Source: an optimization exercise on an open RTL-to-GDS flow (aim: small area and a short achievable clock period). Production flows keep margins and buffers that such runs may drop.
In this exercise RTL edits were held to simulation tests only and were not proved equivalent to the original.
Power is estimated from default activity; no workload was simulated.

run 1:
Design csr_unit, start of the top module:
module csr_unit #(
    parameter logic [csr_pkg::XLEN-1:0] MSCRATCH_RESET = 32'hb000_0000,
    parameter logic [csr_pkg::XLEN-1:0] HART_ID        = 32'd1,
    parameter logic [63:0]              MTIMECMP_RESET = 64'h0000_0000_8000_0000,
    parameter logic                     MEIE_RESET     = 1'b1
) (
    input  logic                          clk,
    input  logic                          rst_n,
    input  logic                          instruction_vld,
    input  logic [csr_pkg::XLEN-1:0]      instruction_pld,
    input  logic [4:0]                    inst_rd_idx,
    input  logic                          inst_rd_en,
    input  logic [csr_pkg::XLEN-1:0]      rs1_val,
    input  logic [63:0]                   instret,
    input  logic                          trap_vld,
    input  logic [csr_pkg::XLEN-1:0]      trap_pc,
    input  logic [csr_pkg::XLEN-1:0]      trap_cause,
    input  logic [csr_pkg::XLEN-1:0]      trap_tval,
    input  logic                          mret_en,
    input  logic                          intr_meip,
    input  logic                          intr_msip,
    input  logic                          intr_rdy,
    output logic [4:0]                    reg_index,
    output logic                          reg_wr_en,
    output logic [csr_pkg::XLEN-1:0]      reg_val,
    output logic                          intr_vld,
    output logic [csr_pkg::XLEN-1:0]      intr_op,
    output logic [csr_pkg::XLEN-1:0]      mtvec_val,
    output logic [csr_pkg::XLEN-1:0]      mepc_val
);
==> flow/config.mk <==
export PLATFORM = sky130hd
export DESIGN_NAME = csr_unit
export DESIGN_NICKNAME = csr_unit
export VERILOG_FILES = /design/flow/design.v
export SDC_FILE = /design/flow/constraint.sdc
export NUM_CORES = 4
export LEC_CHECK = 0
export CAP_MARGIN = 20
export CORE_MARGIN = 2
export CORE_UTILIZATION = 55
export CTS_BUF_LIST = sky130_fd_sc_hd__clkbuf_8
export CTS_CLUSTER_DIAMETER = 50
export CTS_CLUSTER_SIZE = 12
export SLEW_MARGIN = 20
==> flow/constraint.sdc <==
create_clock -name core_clock -period 6.0 [get_ports {clk}]
set_input_delay 1.2000 -clock core_clock [delete_from_list [all_inputs] [get_ports {clk}]]
set_output_delay 1.2000 -clock core_clock [all_outputs]
set_load 0.01 [all_outputs]
standard.sh (not shown) runs the stock make flow with config.mk's settings and CLKGATE_MAP_FILE= SYNTH_SCRIPT=/design/flow/synth_recipe.tcl, a recipe that flattens the netlist after the stock synthesis.
==> flow/flow/run.sh <==
#!/bin/bash
set -euo pipefail
bash standard.sh BUFFER_PORTS_ARGS="-buffer_cell sky130_fd_sc_hd__buf_1" finish > standard_make.log 2>&1
Run 1 finished every step from synthesis to the final layout, and the layout passed the timing, design-rule and antenna checks.
> inputs changed (run 1 -> run 2)
- setting SETUP_SLACK_MARGIN to 1.5 for the first time
==> flow/flow/run.sh <==
#!/bin/bash
# The standard flow's layout, with two changes: abc maps with flow/abc_custom.script,
# and the port buffers are plain buf_1 cells.
set -euo pipefail
export CUSTOM_ABC_SCRIPT="$PWD/flow/abc_custom.script"
bash standard.sh SYNTH_SCRIPT="$PWD/flow/synth_custom.tcl" \
  BUFFER_PORTS_ARGS="-buffer_cell sky130_fd_sc_hd__buf_1" finish > standard_make.log 2>&1
==> flow/flow/abc_custom.script (new file) <==
&get -n
&st
&dch
&nf
&st
&syn2
&if -g -K 6
&synch2
&nf
&st
&syn2
&if -g -K 6
&synch2
&nf
&put
strash
dch
map
topo
buffer -c
stime -c
upsize -c
dnsize -c
==> flow/flow/synth_custom.tcl (new file) <==
proc synth {args} { yosys synth -nofsm -noshare {*}$args }
proc abc {args} {
  set i [lsearch -exact $args -script]
  if {$i >= 0} { lset args [expr {$i + 1}] $::env(CUSTOM_ABC_SCRIPT) }
  yosys abc {*}$args
}
source $::env(SCRIPTS_DIR)/synth.tcl
# left out here: clear keep_hierarchy, flatten, clean up, hide names made inside functions, write 1_2_yosys.v
Findings:
- Run 2 vs. run 1: share of the core filled with cells went up by 0.95 points.
- Going from run 1 to run 2, the power per unit of standard cell area was found to have gone down by about 0.7%.
- Compared to run 1, run 2 has post-layout instance area 1.5% higher.
- | post-detailed-routing wire length | lower: run 1 |
- On die area, run 2 and run 1 are basically level.
Input-level comparison between run 3 and run 2:
- a change of CTS_CLUSTER_SIZE from 12 to 8
- a change of CTS_BUF_LIST from sky130_fd_sc_hd__clkbuf_8 to sky130_fd_sc_hd__clkbuf_4
- a change of CTS_CLUSTER_DIAMETER from 50 to 40
- a change of CORE_UTILIZATION from 55 to 65
- a change of SETUP_SLACK_MARGIN from 1.5 to 1.7
- an added PLACE_DENSITY of 0.75
==> run notes <==
- Run 3 vs run 2: combinational power up slightly
- Largest net degree at the start of global routing, run 3 and run 2: higher on run 3
- Core util | run 3 vs run 2 | run 3 higher
- The run showing the greater first-pass GRT wire length is run 2.
- In the tables for run 3 and run 2, total number of cells along the worst setup path reads lower with run 2.
- Of run 3 and run 2, the run reporting the lower worst slack on hold paths was run 2.
- The final reports for run 3 and run 2 show area added between synthesis and finish higher in the former.
- Run comparison: run 2 critical path's slowest cell o22ai_1; run 3 critical path's slowest cell nor2_1
- Compared with run 2, run 3 shows number of global-route vias before repair that has gone up by a few percent.
- Sort run 3 and run 2 by sequential share of layout area, ascending, and run 3 comes first.
- Going from run 2 to run 3, number of gates given a new drive strength after cts grows by 17.
- Note that the clock group total power recorded for run 2 amounts to 1.16 times the value seen in run 3.


csr_unit, a different RTL version from the one above (not shown whole).
For scale: ~2100 cells after synthesis, about 300 flip-flops, ~370 I/O pins, roughly 18000 sq um of cells after synthesis.
make LEC_CHECK=0 CAP_MARGIN=20 CORE_MARGIN=2 CORE_UTILIZATION=40 SLEW_MARGIN=20 finish   # period 6.0 ns
run.sh (not shown) runs the stock make flow with config.mk's settings and CLKGATE_MAP_FILE= SYNTH_SCRIPT=/design/flow/synth_recipe.tcl, a recipe that flattens the netlist after the stock synthesis.
Stock flow here: none of the scripts above is used.
The first run ran to the end with no violations.
Change:
==> flow/flow/run.sh (new file) <==
#!/bin/bash
set -euo pipefail
bash standard.sh BUFFER_PORTS_ARGS="-buffer_cell sky130_fd_sc_hd__buf_1" finish > standard_make.log 2>&1
==> flow/standard.sh (new file) <==
#!/bin/bash
# synth_recipe.tcl (not shown) runs the flow's synth.tcl, then flattens the netlist and writes it again
# the make line also repeats each setting of config.mk as NAME=value (left out here)
make -C /OpenROAD-flow-scripts/flow DESIGN_CONFIG=/design/flow/config.mk WORK_HOME=/design/flow/orfs CLKGATE_MAP_FILE= SYNTH_SCRIPT=/design/flow/synth_recipe.tcl "${@:-finish}"
removed: flow/run.sh
The changed run completed with no timing, DRC or antenna violations.
Cell count drops by about 0.47%.
Total power went down by about 2.3%.
Wire length came out lower by 1.9%.
Synthesized cell count does not change.
Critical path depth is higher by 1.
Cell area fell by about 9%.


run A:
RTL: one of the versions met above, not the one the previous note started from.
Size in the first run: about 2,100 cells after synthesis, roughly 300 flip-flops, ~370 I/O pins, ~17,000 sq um of cells after synthesis.
clock: 6.0 ns
lec_check: 0
cap_margin: 20
core_margin: 2
core_utilization: 55
cts_buf_list: sky130_fd_sc_hd__clkbuf_8
cts_cluster_diameter: 50
cts_cluster_size: 12
setup_slack_margin: 1.7
slew_margin: 20
standard.sh (not shown) runs the stock make flow with config.mk's settings and CLKGATE_MAP_FILE= SYNTH_SCRIPT=/design/flow/synth_recipe.tcl, a recipe that flattens the netlist after the stock synthesis.
==> flow/flow/run.sh <==
#!/bin/bash
# The standard flow's layout, with two changes: abc maps with flow/abc_custom.script,
# and the port buffers are plain buf_1 cells.
set -euo pipefail
export CUSTOM_ABC_SCRIPT="$PWD/flow/abc_custom.script"
bash standard.sh SYNTH_SCRIPT="$PWD/flow/synth_custom.tcl" \
  BUFFER_PORTS_ARGS="-buffer_cell sky130_fd_sc_hd__buf_1" finish > standard_make.log 2>&1
==> flow/flow/abc_custom.script <==
&get -n
&st
&dch
&nf
&st
&syn2
&if -g -K 6
&synch2
&nf
&st
&syn2
&if -g -K 6
&synch2
&nf
&put
strash
dch
map
topo
buffer -c
stime -c
upsize -c
dnsize -c
==> flow/flow/synth_custom.tcl <==
proc synth {args} { yosys synth -nofsm -noshare {*}$args }
proc abc {args} {
  set i [lsearch -exact $args -script]
  if {$i >= 0} { lset args [expr {$i + 1}] $::env(CUSTOM_ABC_SCRIPT) }
  yosys abc {*}$args
}
source $::env(SCRIPTS_DIR)/synth.tcl
# left out here: clear keep_hierarchy, flatten, clean up, hide names made inside functions, write 1_2_yosys.v
Edits applied to the flow inputs when going from run A to run B:
diff --git a/flow/config.mk b/flow/config.mk
--- a/flow/config.mk
+++ b/flow/config.mk
@@ -12,4 +12,4 @@
 export CTS_CLUSTER_DIAMETER = 50
 export CTS_CLUSTER_SIZE = 12
-export SETUP_SLACK_MARGIN = 1.7
+export SETUP_SLACK_MARGIN = 2.0
 export SLEW_MARGIN = 20
[summary]
Compared with run A, run B degrades final standard cell area without fillers. Going from run A to run B, number of stages on the worst setup path closely matched the old numbers, sequential group power closely matched the old numbers, clock skew closely matched the old numbers, share of power burned in registers decreased by 0.5 points relative to the old numbers.
The inputs of run C differ from those of run B as listed below.
diff --git a/flow/flow/abc_custom.script b/flow/flow/abc_custom.script
--- a/flow/flow/abc_custom.script
+++ b/flow/flow/abc_custom.script
@@ -2,4 +2,19 @@
 &st
 &dch
+&nf
+&st
+&syn2
+&if -g -K 6
+&synch2
+&nf
+&st
+&syn2
+&if -g -K 6
+&synch2
+&nf
+&st
+&syn2
+&if -g -K 6
+&synch2
 &nf
 &st
diff --git a/flow/config.mk b/flow/config.mk
--- a/flow/config.mk
+++ b/flow/config.mk
@@ -12,4 +12,4 @@
 export CTS_CLUSTER_DIAMETER = 50
 export CTS_CLUSTER_SIZE = 12
-export SETUP_SLACK_MARGIN = 2.0
+export SETUP_SLACK_MARGIN = 1.7
 export SLEW_MARGIN = 20
==> run notes <==
Relative to run B, area enclosed by the die boundary has gone up in run C. Going from run B to run C, wire length of the first global-routing pass moved up; relative area change from synthesis to final layout decreased 8.3 points; number of signal-net inverters in the final layout saw an increase; design area fell 620 sq um; highest attainable clock frequency moved down. Summary of run C over run B: total internal power went up 2.8%; core utilization shows a reduction of 4.5 points. Run C and run B ended up with nearly the same worst hold slack.
> inputs changed (run C -> run D)
==> flow/flow/run.sh <==
#!/bin/bash
set -euo pipefail
bash standard.sh BUFFER_PORTS_ARGS="-buffer_cell sky130_fd_sc_hd__buf_1" finish > standard_make.log 2>&1
==> flow/config.mk <==
export PLATFORM = sky130hd
export DESIGN_NAME = csr_unit
export DESIGN_NICKNAME = csr_unit
export VERILOG_FILES = /design/flow/design.v
export SDC_FILE = /design/flow/constraint.sdc
export NUM_CORES = 4
export LEC_CHECK = 0
export CAP_MARGIN = 20
export CORE_MARGIN = 2
export CORE_UTILIZATION = 65
export CTS_BUF_LIST = sky130_fd_sc_hd__clkbuf_4
export CTS_CLUSTER_DIAMETER = 40
export CTS_CLUSTER_SIZE = 8
export PLACE_DENSITY = 0.75
export SETUP_SLACK_MARGIN = 1.5
export SLEW_MARGIN = 20
removed: flow/flow/abc_custom.script
removed: flow/flow/synth_custom.tcl
[summary]
- On run D: clock latency reported for the late side of the worst-skew pair is 0.15 ns higher than what run C gave.
- Run D against run C: utilization now sits higher, worst-case headroom to the max-slew limit now sits lower, logic depth of the worst setup path including buffers now sits lower, clock-pin slew on the worst setup and hold paths now sits higher, number of diodes added for antenna fixing now sits higher.
- Mapped cell area: run D < run C
- Of run D and run C, the run reporting the lower first-pass iteration count of the detailed router was run C.
- Run D ends up with lower wire length than run C does.
- In the metrics for run D and run C, the one carrying the higher summed area of non-filler cells in the final layout is run C.


Starting RTL as in the previous note.
export LEC_CHECK = 0
export CAP_MARGIN = 20
export CORE_MARGIN = 2
export CORE_UTILIZATION = 55
export SETUP_SLACK_MARGIN = 1.5
export SLEW_MARGIN = 20
create_clock -name core_clock -period 6.0 [get_ports {clk}]
==> flow/flow/run.sh <==
#!/bin/bash
set -euo pipefail
bash standard.sh BUFFER_PORTS_ARGS="-buffer_cell sky130_fd_sc_hd__buf_1" finish > standard_make.log 2>&1
Next try:
==> flow/flow/run.sh (replaced) <==
#!/bin/bash
# The standard flow's layout, with two changes: abc maps with flow/abc_custom.script,
# and the port buffers are plain buf_1 cells.
set -euo pipefail
export CUSTOM_ABC_SCRIPT="$PWD/flow/abc_custom.script"
bash standard.sh SYNTH_SCRIPT="$PWD/flow/synth_custom.tcl" \
  BUFFER_PORTS_ARGS="-buffer_cell sky130_fd_sc_hd__buf_1" finish > standard_make.log 2>&1
==> flow/flow/abc_custom.script (new file) <==
&get -n
&st
&dch
&nf
&st
&syn2
&if -g -K 6
&synch2
&nf
&st
&syn2
&if -g -K 6
&synch2
&nf
&put
strash
dch
map
topo
buffer -c
stime -c
upsize -c
dnsize -c
==> flow/flow/synth_custom.tcl (new file) <==
proc synth {args} { yosys synth -nofsm -noshare {*}$args }
proc abc {args} {
  set i [lsearch -exact $args -script]
  if {$i >= 0} { lset args [expr {$i + 1}] $::env(CUSTOM_ABC_SCRIPT) }
  yosys abc {*}$args
}
source $::env(SCRIPTS_DIR)/synth.tcl
# left out here: clear keep_hierarchy, flatten, clean up, hide names made inside functions, write 1_2_yosys.v
Settings changed: CTS_BUF_LIST set to sky130_fd_sc_hd__clkbuf_8, CTS_CLUSTER_DIAMETER set to 50, CTS_CLUSTER_SIZE set to 12, SETUP_SLACK_MARGIN 1.5 to 1.9, TNS_END_PERCENT set to 0.
What happened: The changed run went through all stages and came out clean; core utilization came out higher by 1.6 points; register-to-register slack gets better by 0.23 ns; wire length went up by 15%; synthesized area is about the same; power shrinks by 8.1%.


## exp/yarrow
Starting RTL as in the previous note.
==> flow/design.v (excerpt) <==
module csr_unit #(
    parameter logic [csr_pkg::XLEN-1:0] MSCRATCH_RESET = 32'hb000_0000,
    parameter logic [csr_pkg::XLEN-1:0] HART_ID        = 32'd1,
    parameter logic [63:0]              MTIMECMP_RESET = 64'h0000_0000_8000_0000,
    parameter logic                     MEIE_RESET     = 1'b1
) (
    input  logic                          clk,
    input  logic                          rst_n,
    input  logic                          instruction_vld,
    input  logic [csr_pkg::XLEN-1:0]      instruction_pld,
    input  logic [4:0]                    inst_rd_idx,
    input  logic                          inst_rd_en,
    input  logic [csr_pkg::XLEN-1:0]      rs1_val,
    input  logic [63:0]                   instret,
    input  logic                          trap_vld,
    input  logic [csr_pkg::XLEN-1:0]      trap_pc,
    input  logic [csr_pkg::XLEN-1:0]      trap_cause,
    input  logic [csr_pkg::XLEN-1:0]      trap_tval,
    input  logic                          mret_en,
    input  logic                          intr_meip,
    input  logic                          intr_msip,
    input  logic                          intr_rdy,
    output logic [4:0]                    reg_index,
    output logic                          reg_wr_en,
    output logic [csr_pkg::XLEN-1:0]      reg_val,
    output logic                          intr_vld,
    output logic [csr_pkg::XLEN-1:0]      intr_op,
    output logic [csr_pkg::XLEN-1:0]      mtvec_val,
    output logic [csr_pkg::XLEN-1:0]      mepc_val
);
    logic [11:0] addr;
    logic [2:0]  funct3;
    logic [31:0] src;
    logic        wren;
    logic        op_rw;
    logic        op_rc;
    logic [31:0] rdata;
    logic [31:0] wdata;
    assign addr   = instruction_pld[31:20];
    assign funct3 = instruction_pld[14:12];
    assign src    = funct3[2] ? {27'd0, instruction_pld[19:15]} : rs1_val;
  ...
Settings: LEC_CHECK=0, CAP_MARGIN=20, CORE_MARGIN=2, CORE_UTILIZATION=55, CTS_BUF_LIST=sky130_fd_sc_hd__clkbuf_8, CTS_CLUSTER_DIAMETER=50, CTS_CLUSTER_SIZE=12, SETUP_SLACK_MARGIN=1.7, SLEW_MARGIN=20, TNS_END_PERCENT=0; clock period 6.0 ns.
==> flow/flow/run.sh <==
#!/bin/bash
# The standard flow's layout, with two changes: abc maps with flow/abc_custom.script,
# and the port buffers are plain buf_1 cells.
set -euo pipefail
export CUSTOM_ABC_SCRIPT="$PWD/flow/abc_custom.script"
bash standard.sh SYNTH_SCRIPT="$PWD/flow/synth_custom.tcl" \
  BUFFER_PORTS_ARGS="-buffer_cell sky130_fd_sc_hd__buf_1" finish > standard_make.log 2>&1
==> flow/flow/abc_custom.script <==
&get -n
&st
&dch
&nf
&st
&syn2
&if -g -K 6
&synch2
&nf
&st
&syn2
&if -g -K 6
&synch2
&nf
&put
strash
dch
map
topo
buffer -c
stime -c
upsize -c
dnsize -c
==> flow/flow/synth_custom.tcl <==
proc synth {args} { yosys synth -nofsm -noshare {*}$args }
proc abc {args} {
  set i [lsearch -exact $args -script]
  if {$i >= 0} { lset args [expr {$i + 1}] $::env(CUSTOM_ABC_SCRIPT) }
  yosys abc {*}$args
}
source $::env(SCRIPTS_DIR)/synth.tcl
# left out here: clear keep_hierarchy, flatten, clean up, hide names made inside functions, write 1_2_yosys.v
--- input diff exp/yarrow..exp/nickel ---
- CTS_BUF_LIST now sky130_fd_sc_hd__clkbuf_4, was sky130_fd_sc_hd__clkbuf_8
- PLACE_DENSITY now 0.75, previously not set
- CORE_UTILIZATION now 65, was 55
- CTS_CLUSTER_SIZE now 8, was 12
- TNS_END_PERCENT no longer set, was 0
- CTS_CLUSTER_DIAMETER now 40, was 50
- SETUP_SLACK_MARGIN now 1.5, was 1.7
Results
In the flow results for exp/yarrow and exp/nickel, the area growth from synthesis to layout is smaller on exp/nickel.
Global-route wire length before repair: exp/nickel vs exp/yarrow down about 1.6%
exp/yarrow was larger in final cell area than exp/nickel.
Comparing exp/yarrow and exp/nickel, the higher core utilization was measured on exp/nickel.
The following lists how exp/delta was set up differently from exp/nickel:
- clearing PLACE_DENSITY, which used to be 0.75
- swapping 8 for 12 in CTS_CLUSTER_SIZE
- swapping 65 for 55 in CORE_UTILIZATION
- swapping 40 for 50 in CTS_CLUSTER_DIAMETER
- swapping sky130_fd_sc_hd__clkbuf_4 for sky130_fd_sc_hd__clkbuf_8 in CTS_BUF_LIST
==> flow/flow/run.sh <==
#!/bin/bash
set -euo pipefail
bash standard.sh BUFFER_PORTS_ARGS="-buffer_cell sky130_fd_sc_hd__buf_1" finish > standard_make.log 2>&1
removed: flow/flow/abc_custom.script
removed: flow/flow/synth_custom.tcl
## What came out
- When exp/delta is set beside exp/nickel, its routing usage on met1 turns out to be 12 points smaller.
- Diff exp/nickel -> exp/delta: HPWL reported at the end of detailed placement saw a decrease, global-route wire length before repair saw a decrease, area growth from synthesis to layout saw an increase, power drawn by the clock network saw an increase.
Input-level comparison between exp/garnet and exp/delta:
==> flow/flow/run.sh <==
#!/bin/bash
# The standard flow's layout, with two changes: abc maps with flow/abc_custom.script,
# and the port buffers are plain buf_1 cells.
set -euo pipefail
export CUSTOM_ABC_SCRIPT="$PWD/flow/abc_custom.script"
bash standard.sh SYNTH_SCRIPT="$PWD/flow/synth_custom.tcl" \
  BUFFER_PORTS_ARGS="-buffer_cell sky130_fd_sc_hd__buf_1" finish > standard_make.log 2>&1
==> flow/flow/abc_custom.script (new file) <==
&get -n
&st
&dch
&nf
&st
&syn2
&if -g -K 6
&synch2
&nf
&st
&syn2
&if -g -K 6
&synch2
&nf
&put
strash
dch
map
topo
buffer -c
stime -c
==> flow/flow/synth_custom.tcl (new file) <==
proc synth {args} { yosys synth -nofsm -noshare {*}$args }
proc abc {args} {
  set i [lsearch -exact $args -script]
  if {$i >= 0} { lset args [expr {$i + 1}] $::env(CUSTOM_ABC_SCRIPT) }
  yosys abc {*}$args
}
source $::env(SCRIPTS_DIR)/synth.tcl
# left out here: clear keep_hierarchy, flatten, clean up, hide names made inside functions, write 1_2_yosys.v
==> comparison <==
~same fmax in exp/garnet and exp/delta. When the final numbers for exp/garnet and exp/delta were put side by side, the met3 track demand over resource in global routing turned out to be smaller in exp/delta. Row number of global-route vias before repair: exp/garnet higher / exp/delta lower. When the final numbers for exp/garnet and exp/delta were put side by side, the number of library cell types mapped by synthesis turned out to be smaller in exp/garnet.

-- separate check: timing with driven ports --
The results above use ideal ports. As a check the final layouts listed here were re-extracted and re-timed, cells and wires unchanged.
Step 1: set_driving_cell puts a clkbuf_16 on clk and a buf_2 on each other input, an assumption about the parent block.
Step 2 moves the port delays by t, midway between the first and last clock arrival at a register: inputs arrive t later, outputs are due t later. That takes back most of the time a late clock gives input paths.
a / b / c = no drivers / after step 1 / after step 2; a / b = the first two.
| run | t (ns) | setup WS [ns] | worst setup path at the end | worst data-port slew with drivers (ns) | cell pins on the clock port's net |
|---|---|---|---|---|---|
| run 1 | 0.605 | 0.725 / 0.704 / 0.704 | input to output | 0.06 | 1 |
| run 2 | 0.625 | 1.563 / 1.544 / 1.544 | input to output | 0.06 | 1 |
| run 3 | 0.740 | 1.644 / 1.621 / 1.621 | input to output | 0.07 | 1 |
| the first run of note 2 | 0.613 | 0.453 / 0.431 / 0.431 | input to output | 0.08 | 1 |
| the second run of note 2 | 0.613 | 1.150 / 1.112 / 1.112 | input to output | 0.07 | 1 |
| run A | 0.626 | 1.698 / 1.673 / 1.666 | input to register | 0.07 | 1 |
| run B | 0.629 | 1.681 / 1.644 / 1.481 | input to register | 0.07 | 1 |
| run C | 0.601 | 1.629 / 1.600 / 1.550 | input to register | 0.07 | 1 |
| run D | 0.732 | 1.460 / 1.438 / 1.438 | input to output | 0.11 | 1 |
| the first run of note 4 | 0.574 | 1.529 / 1.508 / 1.508 | input to output | 0.06 | 1 |
| the second run of note 4 | 0.629 | 1.737 / 1.712 / 1.674 | input to register | 0.08 | 1 |
| exp/yarrow | 0.627 | 1.678 / 1.653 / 1.653 | input to output | 0.06 | 1 |
| exp/nickel | 0.747 | 1.535 / 1.513 / 1.513 | input to output | 0.07 | 1 |
| exp/delta | 0.607 | 1.513 / 1.492 / 1.492 | input to output | 0.06 | 1 |
| exp/garnet | 0.611 | 1.509 / 1.488 / 1.488 | input to output | 0.07 | 1 |
After both steps setup and hold are still met in every run listed. The setup slack of run B, which loses most, moves by -0.037 ns with the drivers and by -0.200 ns with both steps.
